This design comes from an exercise in tuning for a short achievable clock period and few clock cycles per item on the open sky130 flow, not from production work. Only simulation tests tie the RTL to the original design; equivalence was not proved. Power is estimated from default activity; no workload was simulated.

[design/flow/run.sh]
#!/bin/bash
# synth_recipe.tcl (not shown) runs the flow's synth.tcl, then flattens the netlist and writes it again
# the make line also repeats each setting of config.mk as NAME=value (left out here)
make -C /OpenROAD-flow-scripts/flow DESIGN_CONFIG=/design/flow/config.mk WORK_HOME=/design/flow/orfs CLKGATE_MAP_FILE= SYNTH_SCRIPT=/design/flow/synth_recipe.tcl finish
[design/flow/config.mk]
export PLATFORM = sky130hd
export DESIGN_NAME = next_greater_wait_stack_core
export DESIGN_NICKNAME = next_greater_wait_stack_core
export VERILOG_FILES = /design/flow/design.v
export SDC_FILE = /design/flow/constraint.sdc
export NUM_CORES = 4
export LEC_CHECK = 0
export ABC_CLOCK_PERIOD_IN_PS = 2000
export CAP_MARGIN = 20
export CORE_MARGIN = 2
export CORE_UTILIZATION = 40
export SETUP_SLACK_MARGIN = 3.1
export SLEW_MARGIN = 20
export TNS_END_PERCENT = 100
[design/flow/constraint.sdc]
create_clock -name core_clock -period 5.0 [get_ports {clk}]
set_input_delay 1.0000 -clock core_clock [delete_from_list [all_inputs] [get_ports {clk}]]
set_output_delay 1.0000 -clock core_clock [all_outputs]
set_load 0.01 [all_outputs]
[design/flow/design.v]
package nqw_pkg;
    localparam int STACK_DEPTH = 32;
    localparam int OPQ_DEPTH   = 32;
    localparam int OPQ_BITS    = 5;
    localparam int OP_BITS     = 6 + 6 + 1 + 1;
    localparam int RQ_DEPTH    = 8;
    localparam int RQ_BITS     = 3;
    localparam int RES_BITS    = 16 + 16 + 2 + 1 + 1;
    localparam logic [1:0] KIND_RESOLVED   = 2'd0;
    localparam logic [1:0] KIND_UNRESOLVED = 2'd1;
    localparam logic [1:0] KIND_EVICTED    = 2'd2;
endpackage
module nqw_opq #(
    parameter int WIDTH = 14,
    parameter int DEPTH = 32,
    parameter int PB    = 5
) (
    input  logic             clk,
    input  logic             rst_n,
    input  logic             push,
    input  logic [WIDTH-1:0] push_data,
    input  logic             pop,
    output logic [WIDTH-1:0] head,
    output logic             not_empty,
    output logic [PB:0]      fill
);
    logic [DEPTH-1:0][WIDTH-1:0] entry_reg;
    logic [PB:0]                 wp_reg, rp_reg;
    logic [DEPTH-1:0]            rpx_reg;     
    logic [DEPTH-1:0]            rp_oh;
    assign rp_oh = rpx_reg ^ DEPTH'(1);
    assign not_empty = (wp_reg != rp_reg);
    assign fill      = wp_reg - rp_reg;
    always_comb
    begin
        head = '0;
        for (int i = 0; i < DEPTH; i++)
        begin
            head = head | (rp_oh[i] ? entry_reg[i] : '0);
        end
    end
    always_ff @(posedge clk or negedge rst_n)
    begin
        if (!rst_n)
        begin
            wp_reg  <= '0;
            rp_reg  <= '0;
            rpx_reg <= '0;
        end
        else
        begin
            if (push)
            begin
                wp_reg <= wp_reg + 1'b1;
            end
            if (pop && not_empty)
            begin
                rp_reg  <= rp_reg + 1'b1;
                rpx_reg <= {rp_oh[DEPTH-2:0], rp_oh[DEPTH-1]} ^ DEPTH'(1);
            end
        end
    end
    always_ff @(posedge clk)
    begin
        for (int i = 0; i < DEPTH; i++)
        begin
            if (push && wp_reg[PB-1:0] == PB'(i))
            begin
                entry_reg[i] <= push_data;
            end
        end
    end
endmodule
module nqw_queue (
    input  logic                         clk,
    input  logic                         rst_n,
    input  logic                         push,
    input  logic [nqw_pkg::RES_BITS-1:0] push_data,
    output logic [nqw_pkg::RQ_BITS:0]    fill,
    output logic                         r_valid,
    input  logic                         r_ready,
    output logic [15:0]                  r_position,
    output logic [15:0]                  r_wait_count,
    output logic [1:0]                   r_kind,
    output logic                         r_wrapped,
    output logic                         r_final
);
    localparam int Q  = nqw_pkg::RQ_DEPTH;
    localparam int PB = nqw_pkg::RQ_BITS;
    localparam int RB = nqw_pkg::RES_BITS;
    logic [Q-1:0][RB-1:0] entry_reg;
    logic [PB-1:0]        wp_reg;
    logic [Q-1:0]         rp_oh;         
    logic [PB:0]          cnt_reg;
    logic                 out_v;
    logic [RB-1:0]        out_reg, head, head1;
    logic                 deliver;
    assign deliver = out_v && r_ready;
    assign fill    = cnt_reg;
    always_comb
    begin
        head  = '0;
        head1 = '0;
        for (int i = 0; i < Q; i++)
        begin
            head  = head  | (rp_oh[i] ? entry_reg[i] : '0);
            head1 = head1 | (rp_oh[(i + Q - 1) % Q] ? entry_reg[i] : '0);
        end
    end
    always_ff @(posedge clk or negedge rst_n)
    begin
        if (!rst_n)
        begin
            wp_reg  <= '0;
            rp_oh   <= Q'(1);
            cnt_reg <= '0;
            out_v   <= 1'b0;
        end
        else
        begin
            if (push)
            begin
                wp_reg <= wp_reg + 1'b1;
            end
            if (deliver)
            begin
                rp_oh <= {rp_oh[Q-2:0], rp_oh[Q-1]};
            end
            cnt_reg <= cnt_reg + (PB+1)'(push) - (PB+1)'(deliver);
            out_v   <= push || (cnt_reg > (PB+1)'(1)) || ((cnt_reg == (PB+1)'(1)) && !deliver);
        end
    end
    always_ff @(posedge clk)
    begin
        for (int i = 0; i < Q; i++)
        begin
            if (push && wp_reg == PB'(i))
            begin
                entry_reg[i] <= push_data;
            end
        end
        if (cnt_reg == (PB+1)'(deliver))
        begin
            out_reg <= push_data;
        end
        else if (deliver)
        begin
            out_reg <= head1;
        end
        else
        begin
            out_reg <= head;
        end
    end
    assign r_valid      = out_v;
    assign r_position   = out_reg[RB-1 -: 16];
    assign r_wait_count = out_reg[RB-17 -: 16];
    assign r_kind       = out_reg[3:2];
    assign r_wrapped    = out_reg[1];
    assign r_final      = out_reg[0];
endmodule
module nqw_front (
    input  logic        clk,
    input  logic        rst_n,
    input  logic        s_valid,
    output logic        s_ready,
    input  logic [15:0] s_sample,
    input  logic        s_last,
    input  logic        quiet_done,    
    input  logic        op_taken,      
    output logic        in_v,
    output logic [15:0] in_s,
    output logic        in_last
);
    localparam int CB = nqw_pkg::OPQ_BITS + 2;
    logic          rdy_reg, acc, taken_reg;
    logic [CB-1:0] pend_reg;
    assign s_ready = rdy_reg;
    assign acc     = s_valid && rdy_reg;
    always_ff @(posedge clk or negedge rst_n)
    begin
        if (!rst_n)
        begin
            pend_reg <= '0;
            taken_reg <= 1'b0;
            in_v     <= 1'b0;
        end
        else
        begin
            taken_reg <= op_taken;
            pend_reg  <= pend_reg + CB'(acc) - CB'(quiet_done) - CB'(taken_reg);
            in_v     <= acc;
        end
    end
    always_ff @(posedge clk)
    begin
        rdy_reg <= (pend_reg + CB'(2) <= CB'(nqw_pkg::OPQ_DEPTH));
        in_s    <= s_sample;
        in_last <= s_last;
    end
endmodule
module nqw_back (
    input  logic                         clk,
    input  logic                         rst_n,
    input  logic                         in_v,
    input  logic [15:0]                  in_s,
    input  logic                         in_last,
    output logic                         quiet_done,    
    output logic                         op_push,
    output logic [nqw_pkg::OP_BITS-1:0]  op_data
);
    localparam int D = nqw_pkg::STACK_DEPTH;
    function automatic logic gt_s(input logic [15:0] a, input logic [15:0] b);
        gt_s = {~a[15], a[14:0]} > {~b[15], b[14:0]};
    endfunction
    logic [D-1:0][15:0] val_reg;
    logic [D-1:0]       vld_reg, lt_reg, top_reg;
    logic [D-1:0]       botx_reg;        
    logic               x_v, x_last;
    logic [15:0]        x_s;
    logic [D-1:0]       bot, pop, keep, keep_dn, wr, lt_next;
    logic               evict, any_pop, y_gt_x;
    always_comb
    begin
        bot  = botx_reg ^ D'(1);
        pop  = vld_reg & lt_reg;
        keep = vld_reg & ~lt_reg;
        for (int j = 0; j < D; j++)
        begin
            keep_dn[j] = keep[(j + D - 1) % D];
        end
        for (int j = 0; j < D; j++)
        begin
            wr[j] = bot[j] ? (!keep[j] || keep_dn[j]) : (keep_dn[j] && !keep[j]);
        end
        evict   = ((bot & keep_dn) != '0);
        any_pop = (pop != '0);
        y_gt_x  = gt_s(in_s, x_s);
        for (int j = 0; j < D; j++)
        begin
            lt_next[j] = (x_v && wr[j]) ? y_gt_x : gt_s(in_s, val_reg[j]);
        end
    end
    always_ff @(posedge clk or negedge rst_n)
    begin
        if (!rst_n)
        begin
            x_v     <= 1'b0;
            vld_reg <= '0;
            botx_reg <= '0;
        end
        else
        begin
            x_v <= in_v;
            if (x_v)
            begin
                if (x_last)
                begin
                    vld_reg <= '0;
                end
                else
                begin
                    vld_reg <= keep | wr;
                end
                if (evict)
                begin
                    botx_reg <= {bot[D-2:0], bot[D-1]} ^ D'(1);
                end
            end
        end
    end
    always_ff @(posedge clk)
    begin
        x_s     <= in_s;
        x_last  <= in_last;
        lt_reg  <= lt_next;
        if (x_v)
        begin
            top_reg <= wr;
        end
    end
    genvar gj;
    generate
        for (gj = 0; gj < D; gj++)
        begin : g_val
            always_ff @(posedge clk)
            begin
                if (x_v && wr[gj])
                begin
                    val_reg[gj] <= x_s;
                end
            end
        end
    endgenerate
    logic         s_v, s_any_pop, s_evict, s_last;
    logic [D-1:0] s_top, s_wr;
    always_ff @(posedge clk or negedge rst_n)
    begin
        if (!rst_n)
        begin
            s_v <= 1'b0;
        end
        else
        begin
            s_v <= x_v;
        end
    end
    always_ff @(posedge clk)
    begin
        s_any_pop <= any_pop;
        s_evict   <= evict;
        s_last    <= x_last;
        s_top     <= top_reg;
        s_wr      <= wr;
    end
    function automatic logic [4:0] enc(input logic [D-1:0] oh);
        logic [4:0] e;
        e = '0;
        for (int i = 0; i < D; i++)
        begin
            if (oh[i])
            begin
                e = e | 5'(i);
            end
        end
        enc = e;
    endfunction
    logic       a_v, a_any_pop, a_evict, a_last;
    logic [4:0] a_top, a_wr;
    always_ff @(posedge clk or negedge rst_n)
    begin
        if (!rst_n)
        begin
            a_v <= 1'b0;
        end
        else
        begin
            a_v <= s_v;
        end
    end
    always_ff @(posedge clk)
    begin
        a_any_pop <= s_any_pop;
        a_evict   <= s_evict;
        a_last    <= s_last;
        a_top     <= enc(s_top);
        a_wr      <= enc(s_wr);
    end
    logic [5:0] k_pop, run_reg;
    logic       quiet;
    assign k_pop = a_any_pop ? {1'b0, a_top - a_wr} + 6'd1 : 6'd0;
    assign quiet = !a_any_pop && !a_evict && !a_last;
    always_ff @(posedge clk or negedge rst_n)
    begin
        if (!rst_n)
        begin
            quiet_done <= 1'b0;
        end
        else
        begin
            quiet_done <= a_v && quiet;
        end
    end
    assign op_push = a_v && !quiet;
    assign op_data = {run_reg, k_pop, a_evict, a_last};
    always_ff @(posedge clk or negedge rst_n)
    begin
        if (!rst_n)
        begin
            run_reg <= '0;
        end
        else if (a_v)
        begin
            run_reg <= quiet ? run_reg + 6'd1 : 6'd0;
        end
    end
endmodule
module nqw_walker (
    input  logic                         clk,
    input  logic                         rst_n,
    input  logic [nqw_pkg::OP_BITS-1:0]  op_head,
    input  logic                         op_avail,
    output logic                         op_pop,
    input  logic [nqw_pkg::RQ_BITS:0]    rq_fill,
    output logic                         res_push,
    output logic [nqw_pkg::RES_BITS-1:0] res_data
);
    localparam int D = nqw_pkg::STACK_DEPTH;
    logic p2_take, cu_load;
    logic         p0_v, p1_v, p1_take;
    logic [nqw_pkg::OP_BITS-1:0] p0_op;
    assign op_pop  = op_avail && (!p0_v || p1_take);
    assign p1_take = p0_v && (!p1_v || p2_take);
    always_ff @(posedge clk or negedge rst_n)
    begin
        if (!rst_n)
        begin
            p0_v <= 1'b0;
        end
        else if (op_pop)
        begin
            p0_v <= 1'b1;
        end
        else if (p1_take)
        begin
            p0_v <= 1'b0;
        end
    end
    always_ff @(posedge clk)
    begin
        if (op_pop)
        begin
            p0_op <= op_head;
        end
    end
    logic [5:0]   p1_run, p1_k, p1_rp1, p1_rmk;
    logic         p1_evict, p1_last;
    logic [15:0]  p1_runp1, p1_runm1;
    logic [5:0]   h_run, h_k;
    assign h_run = p0_op[13:8];
    assign h_k   = p0_op[7:2];
    always_ff @(posedge clk or negedge rst_n)
    begin
        if (!rst_n)
        begin
            p1_v <= 1'b0;
        end
        else if (p1_take)
        begin
            p1_v <= 1'b1;
        end
        else if (p2_take)
        begin
            p1_v <= 1'b0;
        end
    end
    always_ff @(posedge clk)
    begin
        if (p1_take)
        begin
            {p1_run, p1_k, p1_evict, p1_last} <= p0_op;
            p1_runp1 <= 16'(h_run) + 16'd1;
            p1_runm1 <= 16'(h_run) - 16'd1;
            p1_rp1   <= h_run + 6'd1;
            p1_rmk   <= h_run - h_k;
        end
    end
    logic [15:0]  pn_reg;        
    logic         pw_reg;        
    logic [5:0]   cw_reg;        
    logic [16:0]  h_q17, h_p17;
    assign h_q17 = {1'b0, pn_reg} + {1'b0, p1_runp1};
    assign h_p17 = {1'b0, pn_reg} + {11'd0, p1_run};
    logic         pr_v;
    logic [5:0]   pr_k, pr_n, pr_cr, pr_cw, pr_c1, pr_run6;
    logic         pr_evict, pr_last, pr_pw, pr_run, pr_byp;
    logic [15:0]  pr_pn, pr_rb, pr_p, pr_pm1;
    logic         pr_w;
    assign p2_take = p1_v && (!pr_v || cu_load);
    always_ff @(posedge clk or negedge rst_n)
    begin
        if (!rst_n)
        begin
            pn_reg <= '0;
            pw_reg <= 1'b0;
            cw_reg <= '0;
            pr_v   <= 1'b0;
        end
        else
        begin
            if (p2_take)
            begin
                pr_v <= 1'b1;
                if (p1_last)
                begin
                    pn_reg <= '0;
                    pw_reg <= 1'b0;
                    cw_reg <= '0;
                end
                else
                begin
                    pn_reg <= h_q17[15:0];
                    pw_reg <= pw_reg || h_q17[16];
                    cw_reg <= p1_evict ? 6'(D) : cw_reg + p1_rmk + 6'd1;
                end
            end
            else if (cu_load)
            begin
                pr_v <= 1'b0;
            end
        end
    end
    always_ff @(posedge clk)
    begin
        if (p2_take)
        begin
            pr_k     <= p1_k;
            pr_n     <= p1_last ? cw_reg + p1_rp1 : (p1_evict ? 6'd1 : p1_k);
            pr_cr    <= cw_reg + p1_run;
            pr_cw    <= cw_reg;
            pr_c1    <= cw_reg + p1_rmk;
            pr_run6  <= p1_run;
            pr_evict <= p1_evict;
            pr_last  <= p1_last;
            pr_pw    <= pw_reg;
            pr_run   <= (p1_run != '0);
            pr_byp   <= (cw_reg == '0) && (p1_run != '0);
            pr_pn    <= pn_reg;
            pr_p     <= h_p17[15:0];
            pr_w     <= pw_reg || h_p17[16];
            pr_pm1   <= pn_reg + p1_runm1;
            pr_rb    <= pn_reg - {10'd0, cw_reg};
        end
    end
    logic         cu_v;
    logic [5:0]   cu_k, cu_n, i_reg;
    logic         cu_evict, cu_last, cu_w, cu_run, cu_byp;
    logic [15:0]  cu_p, cu_pm1, cu_p0, cu_rb;
    logic [10:0]  cu_rbhi1;
    logic [D-1:0] cu_carry;
    logic [D-1:0] cu_runm, cu_pushm;
    logic [4:0]   tp_reg, tf_reg;
    logic         popping_reg, last_reg, lastpop_reg, ok_reg;
    logic         issue;
    logic         w2_v, w3_v, w4_v;
    assign issue   = cu_v && ok_reg;
    assign cu_load = !cu_v || (ok_reg && last_reg);
    always_ff @(posedge clk or negedge rst_n)
    begin
        if (!rst_n)
        begin
            cu_v   <= 1'b0;
            ok_reg <= 1'b0;
        end
        else
        begin
            if (cu_load)
            begin
                cu_v <= pr_v;
            end
            ok_reg <= ((nqw_pkg::RQ_BITS+2)'(rq_fill) + (nqw_pkg::RQ_BITS+2)'(w2_v)
                       + (nqw_pkg::RQ_BITS+2)'(w3_v) + (nqw_pkg::RQ_BITS+2)'(w4_v)
                       + (nqw_pkg::RQ_BITS+2)'(issue))
                      <= (nqw_pkg::RQ_BITS+2)'(nqw_pkg::RQ_DEPTH - 1);
        end
    end
    always_ff @(posedge clk)
    begin
        if (cu_load)
        begin
            cu_k        <= pr_k;
            cu_n        <= pr_n;
            cu_evict    <= pr_evict;
            cu_last     <= pr_last;
            cu_w        <= pr_w;
            cu_run      <= pr_run;
            cu_byp      <= pr_byp;
            cu_p        <= pr_p;
            cu_pm1      <= pr_pm1;
            cu_p0       <= pr_pn;
            cu_rb       <= pr_rb;
            cu_rbhi1    <= pr_rb[15:5] + 11'd1;
            for (int t = 0; t < D; t++)
            begin
                cu_carry[t] <= (6'(pr_rb[4:0]) + 6'(t) >= 6'd32);
            end
            for (int t = 0; t < D; t++)
            begin
                cu_runm[t]  <= pr_run && (6'(t) >= pr_cw) && (6'(t) < pr_cr);
                cu_pushm[t] <= (6'(t) == pr_c1);
            end
            i_reg       <= '0;
            tp_reg      <= 5'(pr_cr - 6'd1);
            tf_reg      <= '0;
            popping_reg <= (pr_k != '0);
            lastpop_reg <= (pr_k == 6'd1);
            last_reg    <= (pr_n == 6'd1);
        end
        else if (issue)
        begin
            i_reg    <= i_reg + 6'd1;
            last_reg <= (i_reg + 6'd2 == cu_n);
            if (popping_reg)
            begin
                tp_reg      <= tp_reg - 5'd1;
                popping_reg <= !lastpop_reg;
                lastpop_reg <= (i_reg + 6'd2 == cu_k);
            end
            else
            begin
                tf_reg <= tf_reg + 5'd1;
            end
        end
    end
    logic         first;
    logic         is_evict, is_final, use_const;
    logic [15:0]  const_pos;
    logic [1:0]   kind;
    logic [4:0]   slot;
    always_comb
    begin
        first     = (i_reg == '0);
        is_evict  = !popping_reg && cu_evict && first;
        is_final  = !popping_reg && !is_evict && cu_last && last_reg;
        slot      = popping_reg ? tp_reg : tf_reg;
        use_const = 1'b0;
        const_pos = cu_p;
        kind      = nqw_pkg::KIND_UNRESOLVED;
        if (popping_reg)
        begin
            kind      = nqw_pkg::KIND_RESOLVED;
            use_const = first;
            const_pos = cu_pm1;
        end
        else if (is_final)
        begin
            use_const = 1'b1;
            const_pos = cu_p;
        end
        else
        begin
            if (is_evict)
            begin
                kind = nqw_pkg::KIND_EVICTED;
            end
            use_const = first && cu_byp;
            const_pos = cu_p0;
        end
    end
    logic [D-1:0]       w2_sel;
    logic               w2_const_v;
    logic [15:0]        w2_const, w2_p, w2_rb;
    logic [10:0]        w2_rbhi1;
    logic [D-1:0]       w2_carry;
    logic [1:0]         w2_kind;
    logic               w2_final, w2_w;
    logic               w2_shift;
    logic [D-1:0]       w2_runm, w2_pushm;
    logic [D-1:0][15:0] pos_reg, pos_run;
    logic [15:0]        rd_pos;
    always_ff @(posedge clk or negedge rst_n)
    begin
        if (!rst_n)
        begin
            w2_v <= 1'b0;
            w3_v <= 1'b0;
        end
        else
        begin
            w2_v <= issue;
            w3_v <= w2_v;
        end
    end
    always_ff @(posedge clk)
    begin
        for (int t = 0; t < D; t++)
        begin
            w2_sel[t] <= !use_const && (slot == 5'(t));
        end
        w2_const_v <= use_const;
        w2_const   <= const_pos;
        w2_p       <= cu_p;
        w2_rb      <= cu_rb;
        w2_rbhi1   <= cu_rbhi1;
        w2_carry   <= cu_carry;
        w2_kind    <= kind;
        w2_final   <= is_final;
        w2_w       <= cu_w;
        w2_runm    <= (issue && first) ? cu_runm : '0;
        w2_pushm   <= (issue && popping_reg && lastpop_reg && !cu_last) ? cu_pushm : '0;
        w2_shift   <= issue && is_evict && !cu_last;
    end
    logic [4:0] lo_sum [D];
    always_comb
    begin
        for (int t = 0; t < D; t++)
        begin
            lo_sum[t]  = w2_rb[4:0] + 5'(t);
            pos_run[t] = w2_runm[t]
                         ? {w2_carry[t] ? w2_rbhi1 : w2_rb[15:5], lo_sum[t]}
                         : pos_reg[t];
        end
        rd_pos = '0;
        for (int t = 0; t < D; t++)
        begin
            rd_pos = rd_pos | (w2_sel[t] ? pos_reg[t] : 16'd0);
        end
    end
    genvar gt;
    generate
        for (gt = 0; gt < D; gt++)
        begin : g_pos
            always_ff @(posedge clk)
            begin
                if (w2_shift)
                begin
                    pos_reg[gt] <= (gt == D - 1) ? w2_p : pos_run[(gt + 1) % D];
                end
                else if (w2_pushm[gt])
                begin
                    pos_reg[gt] <= w2_p;
                end
                else
                begin
                    pos_reg[gt] <= pos_run[gt];
                end
            end
        end
    endgenerate
    logic [15:0] w3_pos, w3_p;
    logic [1:0]  w3_kind;
    logic        w3_final, w3_w;
    always_ff @(posedge clk)
    begin
        w3_pos   <= w2_const_v ? w2_const : rd_pos;
        w3_p     <= w2_p;
        w3_kind  <= w2_kind;
        w3_final <= w2_final;
        w3_w     <= w2_w;
    end
    logic [nqw_pkg::RES_BITS-1:0] w4_res;
    always_ff @(posedge clk or negedge rst_n)
    begin
        if (!rst_n)
        begin
            w4_v <= 1'b0;
        end
        else
        begin
            w4_v <= w3_v;
        end
    end
    always_ff @(posedge clk)
    begin
        w4_res <= {w3_pos,
                   (w3_kind == nqw_pkg::KIND_RESOLVED) ? w3_p - w3_pos : 16'd0,
                   w3_kind, w3_w, w3_final};
    end
    assign res_push = w4_v;
    assign res_data = w4_res;
endmodule
module next_greater_wait_stack_core #(
    parameter int STACK_DEPTH   = 32,
    parameter int SAMPLE_BITS   = 16,
    parameter int POSITION_BITS = 16
) (
    input  logic                     clk,
    input  logic                     rst_n,
    input  logic                     s_valid,
    output logic                     s_ready,
    input  logic [SAMPLE_BITS-1:0]   s_sample,
    input  logic                     s_last,
    output logic                     r_valid,
    input  logic                     r_ready,
    output logic [POSITION_BITS-1:0] r_position,
    output logic [POSITION_BITS-1:0] r_wait_count,
    output logic [1:0]               r_kind,
    output logic                     r_wrapped,
    output logic                     r_final
);
    localparam int OB = nqw_pkg::OP_BITS;
    localparam int RB = nqw_pkg::RES_BITS;
    logic                         in_v, in_last;
    logic                         quiet_done;
    logic [15:0]                  in_s;
    logic                         op_push, op_pop, op_avail;
    logic [OB-1:0]                op_data, op_head;
    logic [nqw_pkg::OPQ_BITS:0]   opq_fill;
    logic                         res_push;
    logic [RB-1:0]                res_data;
    logic [nqw_pkg::RQ_BITS:0]    rq_fill;
    nqw_front u_front (
        .clk      (clk),
        .rst_n    (rst_n),
        .s_valid  (s_valid),
        .s_ready  (s_ready),
        .s_sample (s_sample),
        .s_last   (s_last),
        .quiet_done (quiet_done),
        .op_taken   (op_pop),
        .in_v     (in_v),
        .in_s     (in_s),
        .in_last  (in_last)
    );
    nqw_back u_back (
        .clk     (clk),
        .rst_n   (rst_n),
        .in_v    (in_v),
        .in_s    (in_s),
        .in_last (in_last),
        .quiet_done (quiet_done),
        .op_push (op_push),
        .op_data (op_data)
    );
    nqw_opq #(
        .WIDTH (OB),
        .DEPTH (nqw_pkg::OPQ_DEPTH),
        .PB    (nqw_pkg::OPQ_BITS)
    ) u_opq (
        .clk       (clk),
        .rst_n     (rst_n),
        .push      (op_push),
        .push_data (op_data),
        .pop       (op_pop),
        .head      (op_head),
        .not_empty (op_avail),
        .fill      (opq_fill)
    );
    nqw_walker u_walker (
        .clk      (clk),
        .rst_n    (rst_n),
        .op_head  (op_head),
        .op_avail (op_avail),
        .op_pop   (op_pop),
        .rq_fill  (rq_fill),
        .res_push (res_push),
        .res_data (res_data)
    );
    nqw_queue u_queue (
        .clk          (clk),
        .rst_n        (rst_n),
        .push         (res_push),
        .push_data    (res_data),
        .fill         (rq_fill),
        .r_valid      (r_valid),
        .r_ready      (r_ready),
        .r_position   (r_position),
        .r_wait_count (r_wait_count),
        .r_kind       (r_kind),
        .r_wrapped    (r_wrapped),
        .r_final      (r_final)
    );
endmodule
==> results of run 1 <==
-- routing by layer --
layer	track usage (%)	routed length (um)	vias to the layer above
met4	16.3	33200	4
met1	35.3	177000	48063
met3	7.10	52300	1661
met2	42.9	204000	6367
li1	-	-	42050
met5	0	23	-
-- through the flow --
| stage | hold WS (ns) | area (sq um) | std cells |
|---|---|---|---|
| global route | 0.153 | 152000 | 15953 |
| floorplan | 0.309 | 126000 | 11149 |
| global placement | 0.315 | 131000 | 14868 |
| detailed placement | 0.312 | 131000 | 14868 |
| finish | 0.0999 | 152000 | 15966 |
| CTS | 0.124 | 149000 | 15789 |
-- final cells by class --
class / instances / area share, %
clock buffers: 425 / 5.62
repair inverters: 6 / 0.0427
flip-flops and latches: 2761 / 47.8
repair buffers: 840 / 6.07
inverters: 673 / 1.78
well taps: 4140 / 3.40
multi-input cells: 6988 / 34.4
diodes: 14 / 0.0230
clock inverters: 119 / 0.812
-- path summary, 6_finish.rpt --
kind	from	to	cells after the start
min in group core_clock	u_walker.cu_carry[25]	u_walker.w2_carry[25]	0
max in group asynchronous	rst_n	u_walker.pn_reg[6]	2
worst min-delay path	rst_n	u_back.run_reg[3]	1
worst max-delay path	u_queue.out_v	r_valid	1
worst max register to register	u_front.in_s[15]	u_back.lt_reg[18]	11
worst min register to register	u_walker.cu_carry[25]	u_walker.w2_carry[25]	0
-- cell usage in the layout, fill, tap and decap left out, types with 42 or more instances in the layout --
cell type,n
nor2_1,623
nor3_1,64
dfrtp_1,126
nor4_1,50
buf_12,114
a22oi_1,417
a21oi_2,55
edfxtp_1,1635
mux2i_1,526
clkbuf_16,324
a221oi_1,138
buf_4,456
nand4_1,234
mux2_2,126
and2_1,44
a21o_1,88
dfxtp_4,46
dfxtp_2,117
mux2_4,60
dfxtp_1,789
clkinv_2,45
nand2_1,825
o21ai_0,786
xnor2_1,77
a21oi_1,628
a211oi_1,301
nand3_1,105
nand2b_1,44
xor2_1,58
a22o_1,169
clkbuf_1,81
a221oi_2,42
nor2_4,42
buf_6,192
and3_1,47
inv_1,617
nor2b_1,56
ha_1,589
ha_4,61
-- repair_timing --
action                                   CTS  global route
setup buffers                            338           144
cloned                                    39            19
endpoints found under the setup margin  2424          1559
pin swaps                                246           210
resized for setup                       1244           451
-- cell families (layout without fill, tap and decap cells) --
kind of cell	Yosys count	after routing	synth area share, %
adders and majority gates	685	685	6.89
buffers and inverters	1423	2063	4.30
AOI/OAI and AO/OA	2961	2962	15.1
DFF	2761	2761	57.7
xor gates and xnor gates	172	172	1.20
other	0	14	0
and+or+nand+nor	2428	2450	8.85
muxes	719	719	6.00
-- power groups by stage --
stage	logic, mW	registers (mW)	clock network (mW)
global route	31.0	35.1	23.4
finish	29.1	34.8	22.4
detailed placement	21.9	35.1	0
CTS	26.0	34.6	22.5
floorplan	15.5	32.6	0
global placement	21.4	35.0	0
==> reports/qor.yml, run 1 <==
status: "timing/DRC/antenna clean"
drc_errors: 0
synth_nets: 11840
total_power_mw: 86.4
grt_max_degree: 182
route.vias.total: 98145
die_w_um: 564
syn_avg_cell_area_sq_um: 11.3
yosysMostFrequentCell: "edfxtp_1"
power.share.clock_pct: 25.9
rsz0062_at_grt: "yes"
end_kind: "output port"
yosys-top-cells-area: "edfxtp_1, dfxtp_1, ha_1, mux2i_1, dfrtp_1"
cts_sinks: 2761
hold_viol: 0
synthCells: 11149
seqPwrFrac_pct: 40.3
yosys.area.top_type: "edfxtp_1"
hold_class: "input pin to asynchronous set/reset pin"
htreeDepth: 5
finalCritPeriodShare_pct: 49.0
gp_congestion: 0.943
vias_per_cell: 6.15
worst-path-max-fanout: 2
cellPowerDensity_nw_per_um2: 566
slew_violations: 0
max_slew_margin_pct: 42.0
grt_usage_pct: 27.8
cts_tree: "yes"
cts-buffers-inserted: 305
antenna_found_initial: 13
synth_area_sq_um: 126000
holdBufCountCts: 0
fin_crit_ns: 2.45
cts_root_buf: "clkbuf_16"
clk_pin_slew_ns: 0.06
drt_iter0_drc: 13415
num-fill-cells: 26877
cp.required_ns: 4.00
cap_violations: 0
placement_rows: 205
worstPathCellList: "buf_6"
synth_edf_count: 1635
die_area_sq_um: 319000
antenna_left: 0
seq_area_sq_um: 72900
ioPinCount: 59
drt_wl_total_um: 466000
critPathBufInv: 1
syn_to_final_growth_pct: 21.4
layout.nets: 12266
cp_top_family: "flip-flops"
dp_slack_ns: 1.53
setup_viol: 0
r2r_slack_ns: 2.56
wl_per_cell_um: 29.2
leakagePower_nw: 58.1
start_util_pct: 40.2
grt_pass1_wl_um: 650000
worstMarginPinSlew_ns: 0.870
async_flop_share_pct: 6.30
critPathArrivalTime_ns: 1.45
drive_gt1_share_pct: 20.2
slowest_stage: "dfrtp_2"
chipHeight_um: 564
finish.utilization_pct: 48.8
synth.distinct_cells: 81
multi_input_area_sq_um: 52500
fin_skew_ns: 0.0750
p_sw_mw: 31.4
core-area_sq_um: 312000
port_buffers: 58
cp-start-kind: "flop"
insertion_delay_ns: 0.92
ys_warn_count: 6
irDropWorstVdd_mv: 0.308
combPwrFrac_pct: 33.7
ys_seq_area_share_pct: 57.7
synth_common_cells: "edfxtp_1, dfxtp_1, nand2_1"
cp_slowest_stage_delay_ns: 0.43
dp_hpwl_um: 252000
ys_ff_latch: 2761
ys.flop_type: "edfxtp_1"
switching_share_pct: 36.3
grt.overflow.total: 0
first_global_vias: 93997
synth_top_cell_area_share_pct: 39.1
drt-pass1-iter-count: 9
critPathKind: "flop to output port"
setup_slack_ns: 2.55
tns_ns: 0
ctsLongestPathBuffers: 4
p_int_mw: 55.0
clock.fmax_ghz: 0.408
Testbench counts, summed over its fixed seeds: cycles 17,717, items 17,297.
==> run 2: changes to the inputs <==
--- a/design/flow/design.v
+++ b/design/flow/design.v
@@ -171,5 +171,6 @@
     output logic        in_v,
     output logic [15:0] in_s,
-    output logic        in_last
+    output logic        in_last,
+    output logic        in_gt_prev     
 );
     localparam int CB = nqw_pkg::OPQ_BITS + 2;
@@ -197,4 +198,5 @@
         rdy_reg <= (pend_reg + CB'(2) <= CB'(nqw_pkg::OPQ_DEPTH));
         in_s    <= s_sample;
+        in_gt_prev <= {~s_sample[15], s_sample[14:0]} > {~in_s[15], in_s[14:0]};
         in_last <= s_last;
     end
@@ -206,4 +208,5 @@
     input  logic [15:0]                  in_s,
     input  logic                         in_last,
+    input  logic                         in_gt_prev,
     output logic                         quiet_done,    
     output logic                         op_push,
@@ -236,5 +239,5 @@
         evict   = ((bot & keep_dn) != '0);
         any_pop = (pop != '0);
-        y_gt_x  = gt_s(in_s, x_s);
+        y_gt_x  = in_gt_prev;
         for (int j = 0; j < D; j++)
         begin
@@ -761,5 +764,5 @@
     localparam int OB = nqw_pkg::OP_BITS;
     localparam int RB = nqw_pkg::RES_BITS;
-    logic                         in_v, in_last;
+    logic                         in_v, in_last, in_gt_prev;
     logic                         quiet_done;
     logic [15:0]                  in_s;
@@ -781,5 +784,6 @@
         .in_v     (in_v),
         .in_s     (in_s),
-        .in_last  (in_last)
+        .in_last  (in_last),
+        .in_gt_prev (in_gt_prev)
     );
     nqw_back u_back (
@@ -789,4 +793,5 @@
         .in_s    (in_s),
         .in_last (in_last),
+        .in_gt_prev (in_gt_prev),
         .quiet_done (quiet_done),
         .op_push (op_push),
==> run 2 against run 1 <==
Highest routed layer unchanged. Register-to-register slack got worse by 0.11 ns. Cell count up 1.1%. Non-clock buffer count up 189. Synthesized cell count about the same. Synthesized area grew 0.14%. Critical path depth up 9. First-iteration DRC count is 6.1% higher. Sequential share of layout area shrank 1.5 points. Die area rose by 0.14%. Count of clock-buffer cells in the layout decreased by 35. Critical endpoint is now u_walker.ok_reg. Still clean.
==> reports/qor.yml, run 2 <==
p_sw_mw: 32.7
route.vias.total: 99867
drt_wl_total_um: 482000
max_slew_margin_pct: 17.8
gp_congestion: 0.935
cts_sinks: 2762
multi_input_area_sq_um: 54500
synth.distinct_cells: 80
synth_top_cell_area_share_pct: 39.0
cts_root_buf: "clkbuf_16"
status: "timing/DRC/antenna clean"
synth_edf_count: 1635
slowest_stage: "fa_1"
irDropWorstVdd_mv: 0.377
seqPwrFrac_pct: 40.3
vias_per_cell: 6.19
cp_slowest_stage_delay_ns: 0.49
cts-buffers-inserted: 298
grt_usage_pct: 28.3
synth_common_cells: "edfxtp_1, dfxtp_1, o21ai_0"
yosys.area.top_type: "edfxtp_1"
cp.required_ns: 5.79
leakagePower_nw: 59.8
drt_iter0_drc: 14235
ys_ff_latch: 2762
start_util_pct: 40.3
num-fill-cells: 26499
dp_hpwl_um: 255000
hold_class: "input pin to asynchronous set/reset pin"
yosys-top-cells-area: "edfxtp_1, dfxtp_1, ha_1, mux2i_1, o21ai_0"
synthCells: 11138
yosysMostFrequentCell: "edfxtp_1"
cellPowerDensity_nw_per_um2: 563
slew_violations: 0
final_cell_mix: "edfxtp_1, nand2_1, dfxtp_1, o21ai_0, nor2_1"
final_common_cell: "edfxtp_1"
clk_pin_slew_ns: 0.07
rsz0062_at_grt: "yes"
cp_top_family: "adder cells"
fin_skew_ns: 0.0400
combPwrFrac_pct: 34.2
drc_errors: 0
ctsLongestPathBuffers: 4
fin_crit_ns: 2.55
port_buffers: 58
grt.overflow.total: 0
critPathBufInv: 3
ys_warn_count: 6
finalCritPeriodShare_pct: 51.0
antenna_left: 0
wl_per_cell_um: 29.9
cap_violations: 0
startpoint: "u_walker.cu_v"
final_area_sq_um: 158000
ys.flop_type: "edfxtp_1"
insertion_delay_ns: 0.94
syn_to_final_growth_pct: 25.3
core-area_sq_um: 312000
synth_nets: 11829
power.share.clock_pct: 25.5
syn_avg_cell_area_sq_um: 11.3
die_w_um: 565
grt_max_degree: 243
switching_share_pct: 36.9
htreeDepth: 5
worstPathCellList: "nand2_4 -> clkinvlp_4 -> buf_12 -> fa_1 -> inv_1 -> fa_2 -> nor2b_1 -> o21ai_1 -> xnor2_1 -> a21oi_2"
async_flop_share_pct: 6.30
hold_viol: 0
cts_tree: "yes"
placement_rows: 205
p_int_mw: 56.1
reg2reg_from: "u_walker.cu_v"
setup_viol: 0
finish.utilization_pct: 50.5
worstMarginPinSlew_ns: 1.23
critPathKind: "flop to flop"
antenna_found_initial: 15
clock.fmax_ghz: 0.392
critPathArrivalTime_ns: 3.33
layout.nets: 12436
worst-path-max-fanout: 3
grt_pass1_wl_um: 658000
tns_ns: 0
die_area_sq_um: 319000
synth_area_sq_um: 126000
holdBufCountCts: 0
first_global_vias: 94539
seq_area_sq_um: 73100
placed_area_sq_um: 131000
drt-pass1-iter-count: 9
drive_gt1_share_pct: 23.5
end_kind: "flop"
ioPinCount: 59
chipHeight_um: 565
ys_seq_area_share_pct: 57.6
cp-start-kind: "flop"
run 2: cell types whose count changed after synthesis, sizes merged, moves of 23 or more:
cell    change
inv        -23
a21oi      -47
nor2b      +27
a211oi     -25
nand3      -23
o21a       +36
run 2: cell type report:
class,instances,share of cell area [%]
Antenna cell,5,0.00794
Sequential cell,2762,46.4
Clock buffer,390,5.18
Timing Repair inverter,12,0.111
Tap cell,4140,3.29
Timing Repair Buffer,1029,7.80
Clock inverter,157,1.06
Inverter,651,1.66
Multi-Input combinational cell,6991,34.5
run 2: power groups by stage:
stage               registers, mW  clock network, mW  logic [mW]
finish                       35.8               22.6        30.4
global route                 35.9               23.6        32.2
CTS                          35.3               22.7        26.6
detailed placement           36.0                  0        21.3
global placement             35.8                  0        20.9
floorplan                    32.5                  0        15.5
run 2: logic make-up (layout without fill, tap and decap cells):
kind of cell	count (synthesis)	in the layout	synth area share (%)
multiplexers	717	717	5.98
AND/OR/NAND/NOR	2442	2454	8.97
AO/OA/AOI/OAI	2954	2955	15.1
flip-flops	2762	2762	57.6
other	0	5	0
buffers and inverters	1399	2239	4.23
XOR/XNOR	177	178	1.23
adder cells (fa/ha/maj)	687	687	6.89
run 2: routing by layer:
layer  track usage (%)  routed length, um  vias up
met5                 0                 65        -
met4              15.8              32800        8
met3              6.57              56800     1675
met2              43.4             210000     6736
met1              36.8             182000    49028
li1                  -                  -    42420
run 2: worst register-to-register path: cells and delay by family (launching register included):
| kind | cells | cell delay [ns] |
|---|---|---|
| xor gates and xnor gates | 1 | 0.14 |
| adders and majority gates | 2 | 0.82 |
| buffers and inverters | 3 | 0.37 |
| AOI/OAI and AO/OA | 2 | 0.42 |
| and+or+nand+nor | 2 | 0.22 |
| DFF | 1 | 0.43 |
run 2: repair_timing:
item                                    4_1_cts  5_1_grt
endpoints found under the setup margin     2425     1678
cloned                                       44       45
gates resized for setup                    1502      732
setup buffers                               467      194
pin swaps                                   370      390
run 2: final timing paths:
kind	endpoint	slack, ns	cells after the start
worst max-delay path	u_walker.ok_reg	2.45	10
worst min-delay path	u_front.pend_reg[5]	0.11	1
worst max register to register	u_walker.ok_reg	2.45	10
worst min register to register	u_walker.w2_rb[5]	0.31	0
max in group asynchronous	u_queue.rp_oh[2]	3.65	2
min in group core_clock	u_walker.w2_rb[5]	0.31	0
run 2: per-stage QoR:
stage               hold slack, ns  power (mW)  cells  setup WS (ns)
floorplan                    0.309        48.0  11138           2.67
detailed placement           0.313        57.3  14835           1.90
finish                       0.107        88.8  16137           2.45
global placement             0.315        56.7  14835           1.85
CTS                          0.200        84.6  15893           2.44
global route                 0.206        91.8  16133           2.41
Testbench counts of run 2, summed over its fixed seeds: cycles 17,717, items 17,297.
==> run 3: changes to the inputs <==
--- a/design/flow/design.v
+++ b/design/flow/design.v
@@ -527,5 +527,11 @@
     logic         issue;
     logic         w2_v, w3_v, w4_v;
-    assign issue   = cu_v && ok_reg;
+    logic [nqw_pkg::RQ_BITS+1:0] owed_res;
+    logic                        ok_if_issue, ok_if_idle;
+    assign owed_res    = (nqw_pkg::RQ_BITS+2)'(rq_fill) + (nqw_pkg::RQ_BITS+2)'(w2_v)
+                         + (nqw_pkg::RQ_BITS+2)'(w3_v) + (nqw_pkg::RQ_BITS+2)'(w4_v);
+    assign ok_if_issue = owed_res <= (nqw_pkg::RQ_BITS+2)'(nqw_pkg::RQ_DEPTH - 2);
+    assign ok_if_idle  = owed_res <= (nqw_pkg::RQ_BITS+2)'(nqw_pkg::RQ_DEPTH - 1);
+    assign issue       = cu_v && ok_reg;
     assign cu_load = !cu_v || (ok_reg && last_reg);
     always_ff @(posedge clk or negedge rst_n)
@@ -542,8 +548,5 @@
                 cu_v <= pr_v;
             end
-            ok_reg <= ((nqw_pkg::RQ_BITS+2)'(rq_fill) + (nqw_pkg::RQ_BITS+2)'(w2_v)
-                       + (nqw_pkg::RQ_BITS+2)'(w3_v) + (nqw_pkg::RQ_BITS+2)'(w4_v)
-                       + (nqw_pkg::RQ_BITS+2)'(issue))
-                      <= (nqw_pkg::RQ_BITS+2)'(nqw_pkg::RQ_DEPTH - 1);
+            ok_reg <= issue ? ok_if_issue : ok_if_idle;
         end
     end
==> run 3 against run 2 <==
Still clean on timing, DRC and antenna. Worst setup slack better by 0.065 ns. Register-to-register slack improved by 0.07 ns. Non-clock buffer count shrank 81. Fmax up 2.6%. Via count fell by 1.0%. Routed wire length decreased by 1.6%. Largest power group unchanged.
==> reports/qor.yml, run 3 <==
die_w_um: 565
worstPathCellList: "ha_2 -> inv_2 -> fa_2 -> nor2b_2 -> o21ai_2 -> a21boi_2 -> o21ai_4 -> buf_4 -> a211oi_4 -> a21o_1"
route.vias.total: 98872
synth_top_cell_area_share_pct: 39.0
gp_congestion: 0.950
cts-buffers-inserted: 303
synth_common_cells: "edfxtp_1, dfxtp_1, o21ai_0"
port_buffers: 58
vias_per_cell: 6.13
start_util_pct: 40.3
layout.nets: 12418
finalCritPeriodShare_pct: 49.7
placement_rows: 205
rsz0062_at_grt: "yes"
r2r_slack_ns: 2.52
critPathKind: "flop to flop"
chipHeight_um: 565
core-area_sq_um: 312000
first_global_vias: 93604
hold_viol: 0
holdBufCountCts: 0
dp_cells: 14918
drc_errors: 0
final_cell_mix: "edfxtp_1, nand2_1, o21ai_0, dfxtp_1, nor2_1"
fin_cells: 16123
drt_wl_total_um: 474000
end_kind: "flop"
htreeDepth: 5
die_area_sq_um: 319000
ctsLongestPathBuffers: 4
antenna_found_initial: 16
ys_ff_latch: 2762
ioPinCount: 59
drt_iter0_drc: 14276
synth.distinct_cells: 72
status: "timing/DRC/antenna clean"
finish.utilization_pct: 49.5
max_slew_margin_pct: 18.1
ys_seq_area_share_pct: 57.6
cts_sinks: 2762
worstMarginPinSlew_ns: 1.23
grt_pass1_wl_um: 658000
cts_root_buf: "clkbuf_16"
cap_violations: 0
grt.overflow.total: 0
synthCells: 11203
r2r_cells: 10
cp.required_ns: 5.70
drt-pass1-iter-count: 10
cp-start-kind: "flop"
antenna_left: 0
r2r-end: "u_walker.pr_w"
synth_edf_count: 1635
fin_crit_ns: 2.48
yosys.area.top_type: "edfxtp_1"
slew_violations: 0
reg2reg_from: "u_walker.pn_reg[0]"
slowest_stage: "dfrtp_1"
wl_per_cell_um: 29.4
critPathArrivalTime_ns: 3.19
fin_skew_ns: 0.0704
synth_area_sq_um: 126000
yosys-top-cells-area: "edfxtp_1, dfxtp_1, ha_1, mux2i_1, o21ai_0"
clk_pin_slew_ns: 0.06
fin_hold_ws_ns: 0.213
leakagePower_nw: 58.6
yosysMostFrequentCell: "edfxtp_1"
syn_avg_cell_area_sq_um: 11.2
grt_usage_pct: 28.3
ys.flop_type: "edfxtp_1"
setup_viol: 0
grt_max_degree: 226
hold_class: "input pin to asynchronous set/reset pin"
cellPowerDensity_nw_per_um2: 562
worst-path-max-fanout: 4
irDropWorstVdd_mv: 0.452
synth_nets: 11894
cp_slowest_stage_delay_ns: 0.43
total_power_mw: 86.8
syn_to_final_growth_pct: 22.9
insertion_delay_ns: 0.92
tns_ns: 0
async_flop_share_pct: 6.30
dp_hpwl_um: 255000
drive_gt1_share_pct: 21.9
ys_warn_count: 6
clock.fmax_ghz: 0.403
cts_tree: "yes"
final_common_cell: "edfxtp_1"
[run 3: changes by cell type in the layout (fill, tap and decap cells not counted), moves of 25 or more]
cell	before	now
a21o_1	95	61
buf_12	156	124
ha_1	482	528
o21a_1	60	35
ha_4	152	112
a21oi_1	542	597
a21oi_2	95	60
nand3_1	70	98
o21ai_0	749	795
o21ai_1	97	50
nor2_1	619	697
[run 3: area by class of cell]
cell class                 instances  area (sq um)
fill                           26895        158000
sequential                      2762         73000
multi-input combinational       7041         53400
timing repair buffer             948         10300
clock buffer                     411          8630
tap                             4140          5180
inverter                         666          2680
clock inverter                   141          1360
timing repair inverter             5          45.0
antenna                            9          22.5
[run 3: per-stage QoR]
stage,cell area (sq um),setup WS [ns]
after floorplan,126000,2.67
after global placement,131000,1.41
after detailed placement,131000,1.43
after CTS,150000,2.57
after global routing,155000,2.45
final,155000,2.52
[run 3: worst max-delay path: cells and delay by family (launching register included)]
family / cells / cell delay [ns]
compound gates: 5 / 0.91
fa+ha+maj: 2 / 0.59
flops: 1 / 0.43
buf+inv: 2 / 0.19
simple gates: 1 / 0.19
[run 3: layer usage]
metal / routed length (um) / part of all wire, % / track usage (%)
met1: 179000 / 38 / 36.4
met5: 183 / 0.039 / 0
met4: 36100 / 7.6 / 18.3
met3: 56300 / 12 / 7.05
met2: 203000 / 43 / 42.4
[run 3: logic make-up after synthesis]
family	after synthesis	synth area share [%]
muxes	714	5.95
and+or+nand+nor	2514	9.18
xor gates and xnor gates	178	1.24
buffers and inverters	1417	4.25
DFF	2762	57.6
AOI/OAI and AO/OA	2922	14.8
adders and majority gates	696	6.96
[run 3: timing repair]
item	in CTS	in global routing
endpoints found under the setup margin	2245	1509
pin swaps	327	307
gates resized for setup	1322	546
buffers inserted	420	174
cloned	35	15
[run 3: how the worst max path moves through the flow]
stage                         from                    to  cells past startpoint
2_1_floorplan      u_back.a_top[0]  u_opq.entry_reg[105]                      8
3_3_place_gp               r_ready   u_queue.out_reg[20]                      8
3_5_place_dp               r_ready   u_queue.out_reg[26]                      8
4_1_cts        u_queue.out_reg[21]         r_position[1]                      1
5_1_grt         u_walker.pn_reg[0]     u_walker.pr_p[12]                     10
6_report        u_walker.pn_reg[0]         u_walker.pr_w                     10
[run 3: power breakdown]
| part | leakage [nW] | internal, mW | switching (mW) |
|---|---|---|---|
| Sequential | 25.2 | 30.3 | 4.84 |
| Combinational | 28.5 | 11.8 | 17.2 |
| Clock | 4.90 | 13.2 | 9.54 |
Testbench counts of run 3, summed over its fixed seeds: cycles 17,717, items 17,297.

==> afterwards: timing with drivers on the ports <==
Ports are ideal in the flow. The routed layouts listed here were re-timed in OpenROAD.
Step 1 (the two cells are an assumption about what drives the block):
set clk [get_ports {clk}]
set_driving_cell -lib_cell sky130_fd_sc_hd__clkbuf_16 $clk
set_driving_cell -lib_cell sky130_fd_sc_hd__buf_2 [delete_from_list [all_inputs] $clk]
Step 2 also shifts input and output timing later by t, the mid clock arrival at the registers, as if the neighbouring blocks saw the same clock.
a / b / c = ideal ports / drivers / drivers and shift; a / b = the first two.
run | t (ns) | slack for setup (ns) | worst register clock-pin slew, ns
run 1 | 0.985 | 2.549 / 2.442 / 2.176 | 0.07 / 0.07
run 2 | 1.020 | 2.451 / 2.373 / 2.155 | 0.07 / 0.07
run 3 | 0.982 | 2.517 / 2.494 / 2.152 | 0.07 / 0.07
After both steps setup and hold are still met in every run listed. For run 1, which loses most, drivers alone change the setup slack by -0.107 ns; drivers and shift together by -0.373 ns.
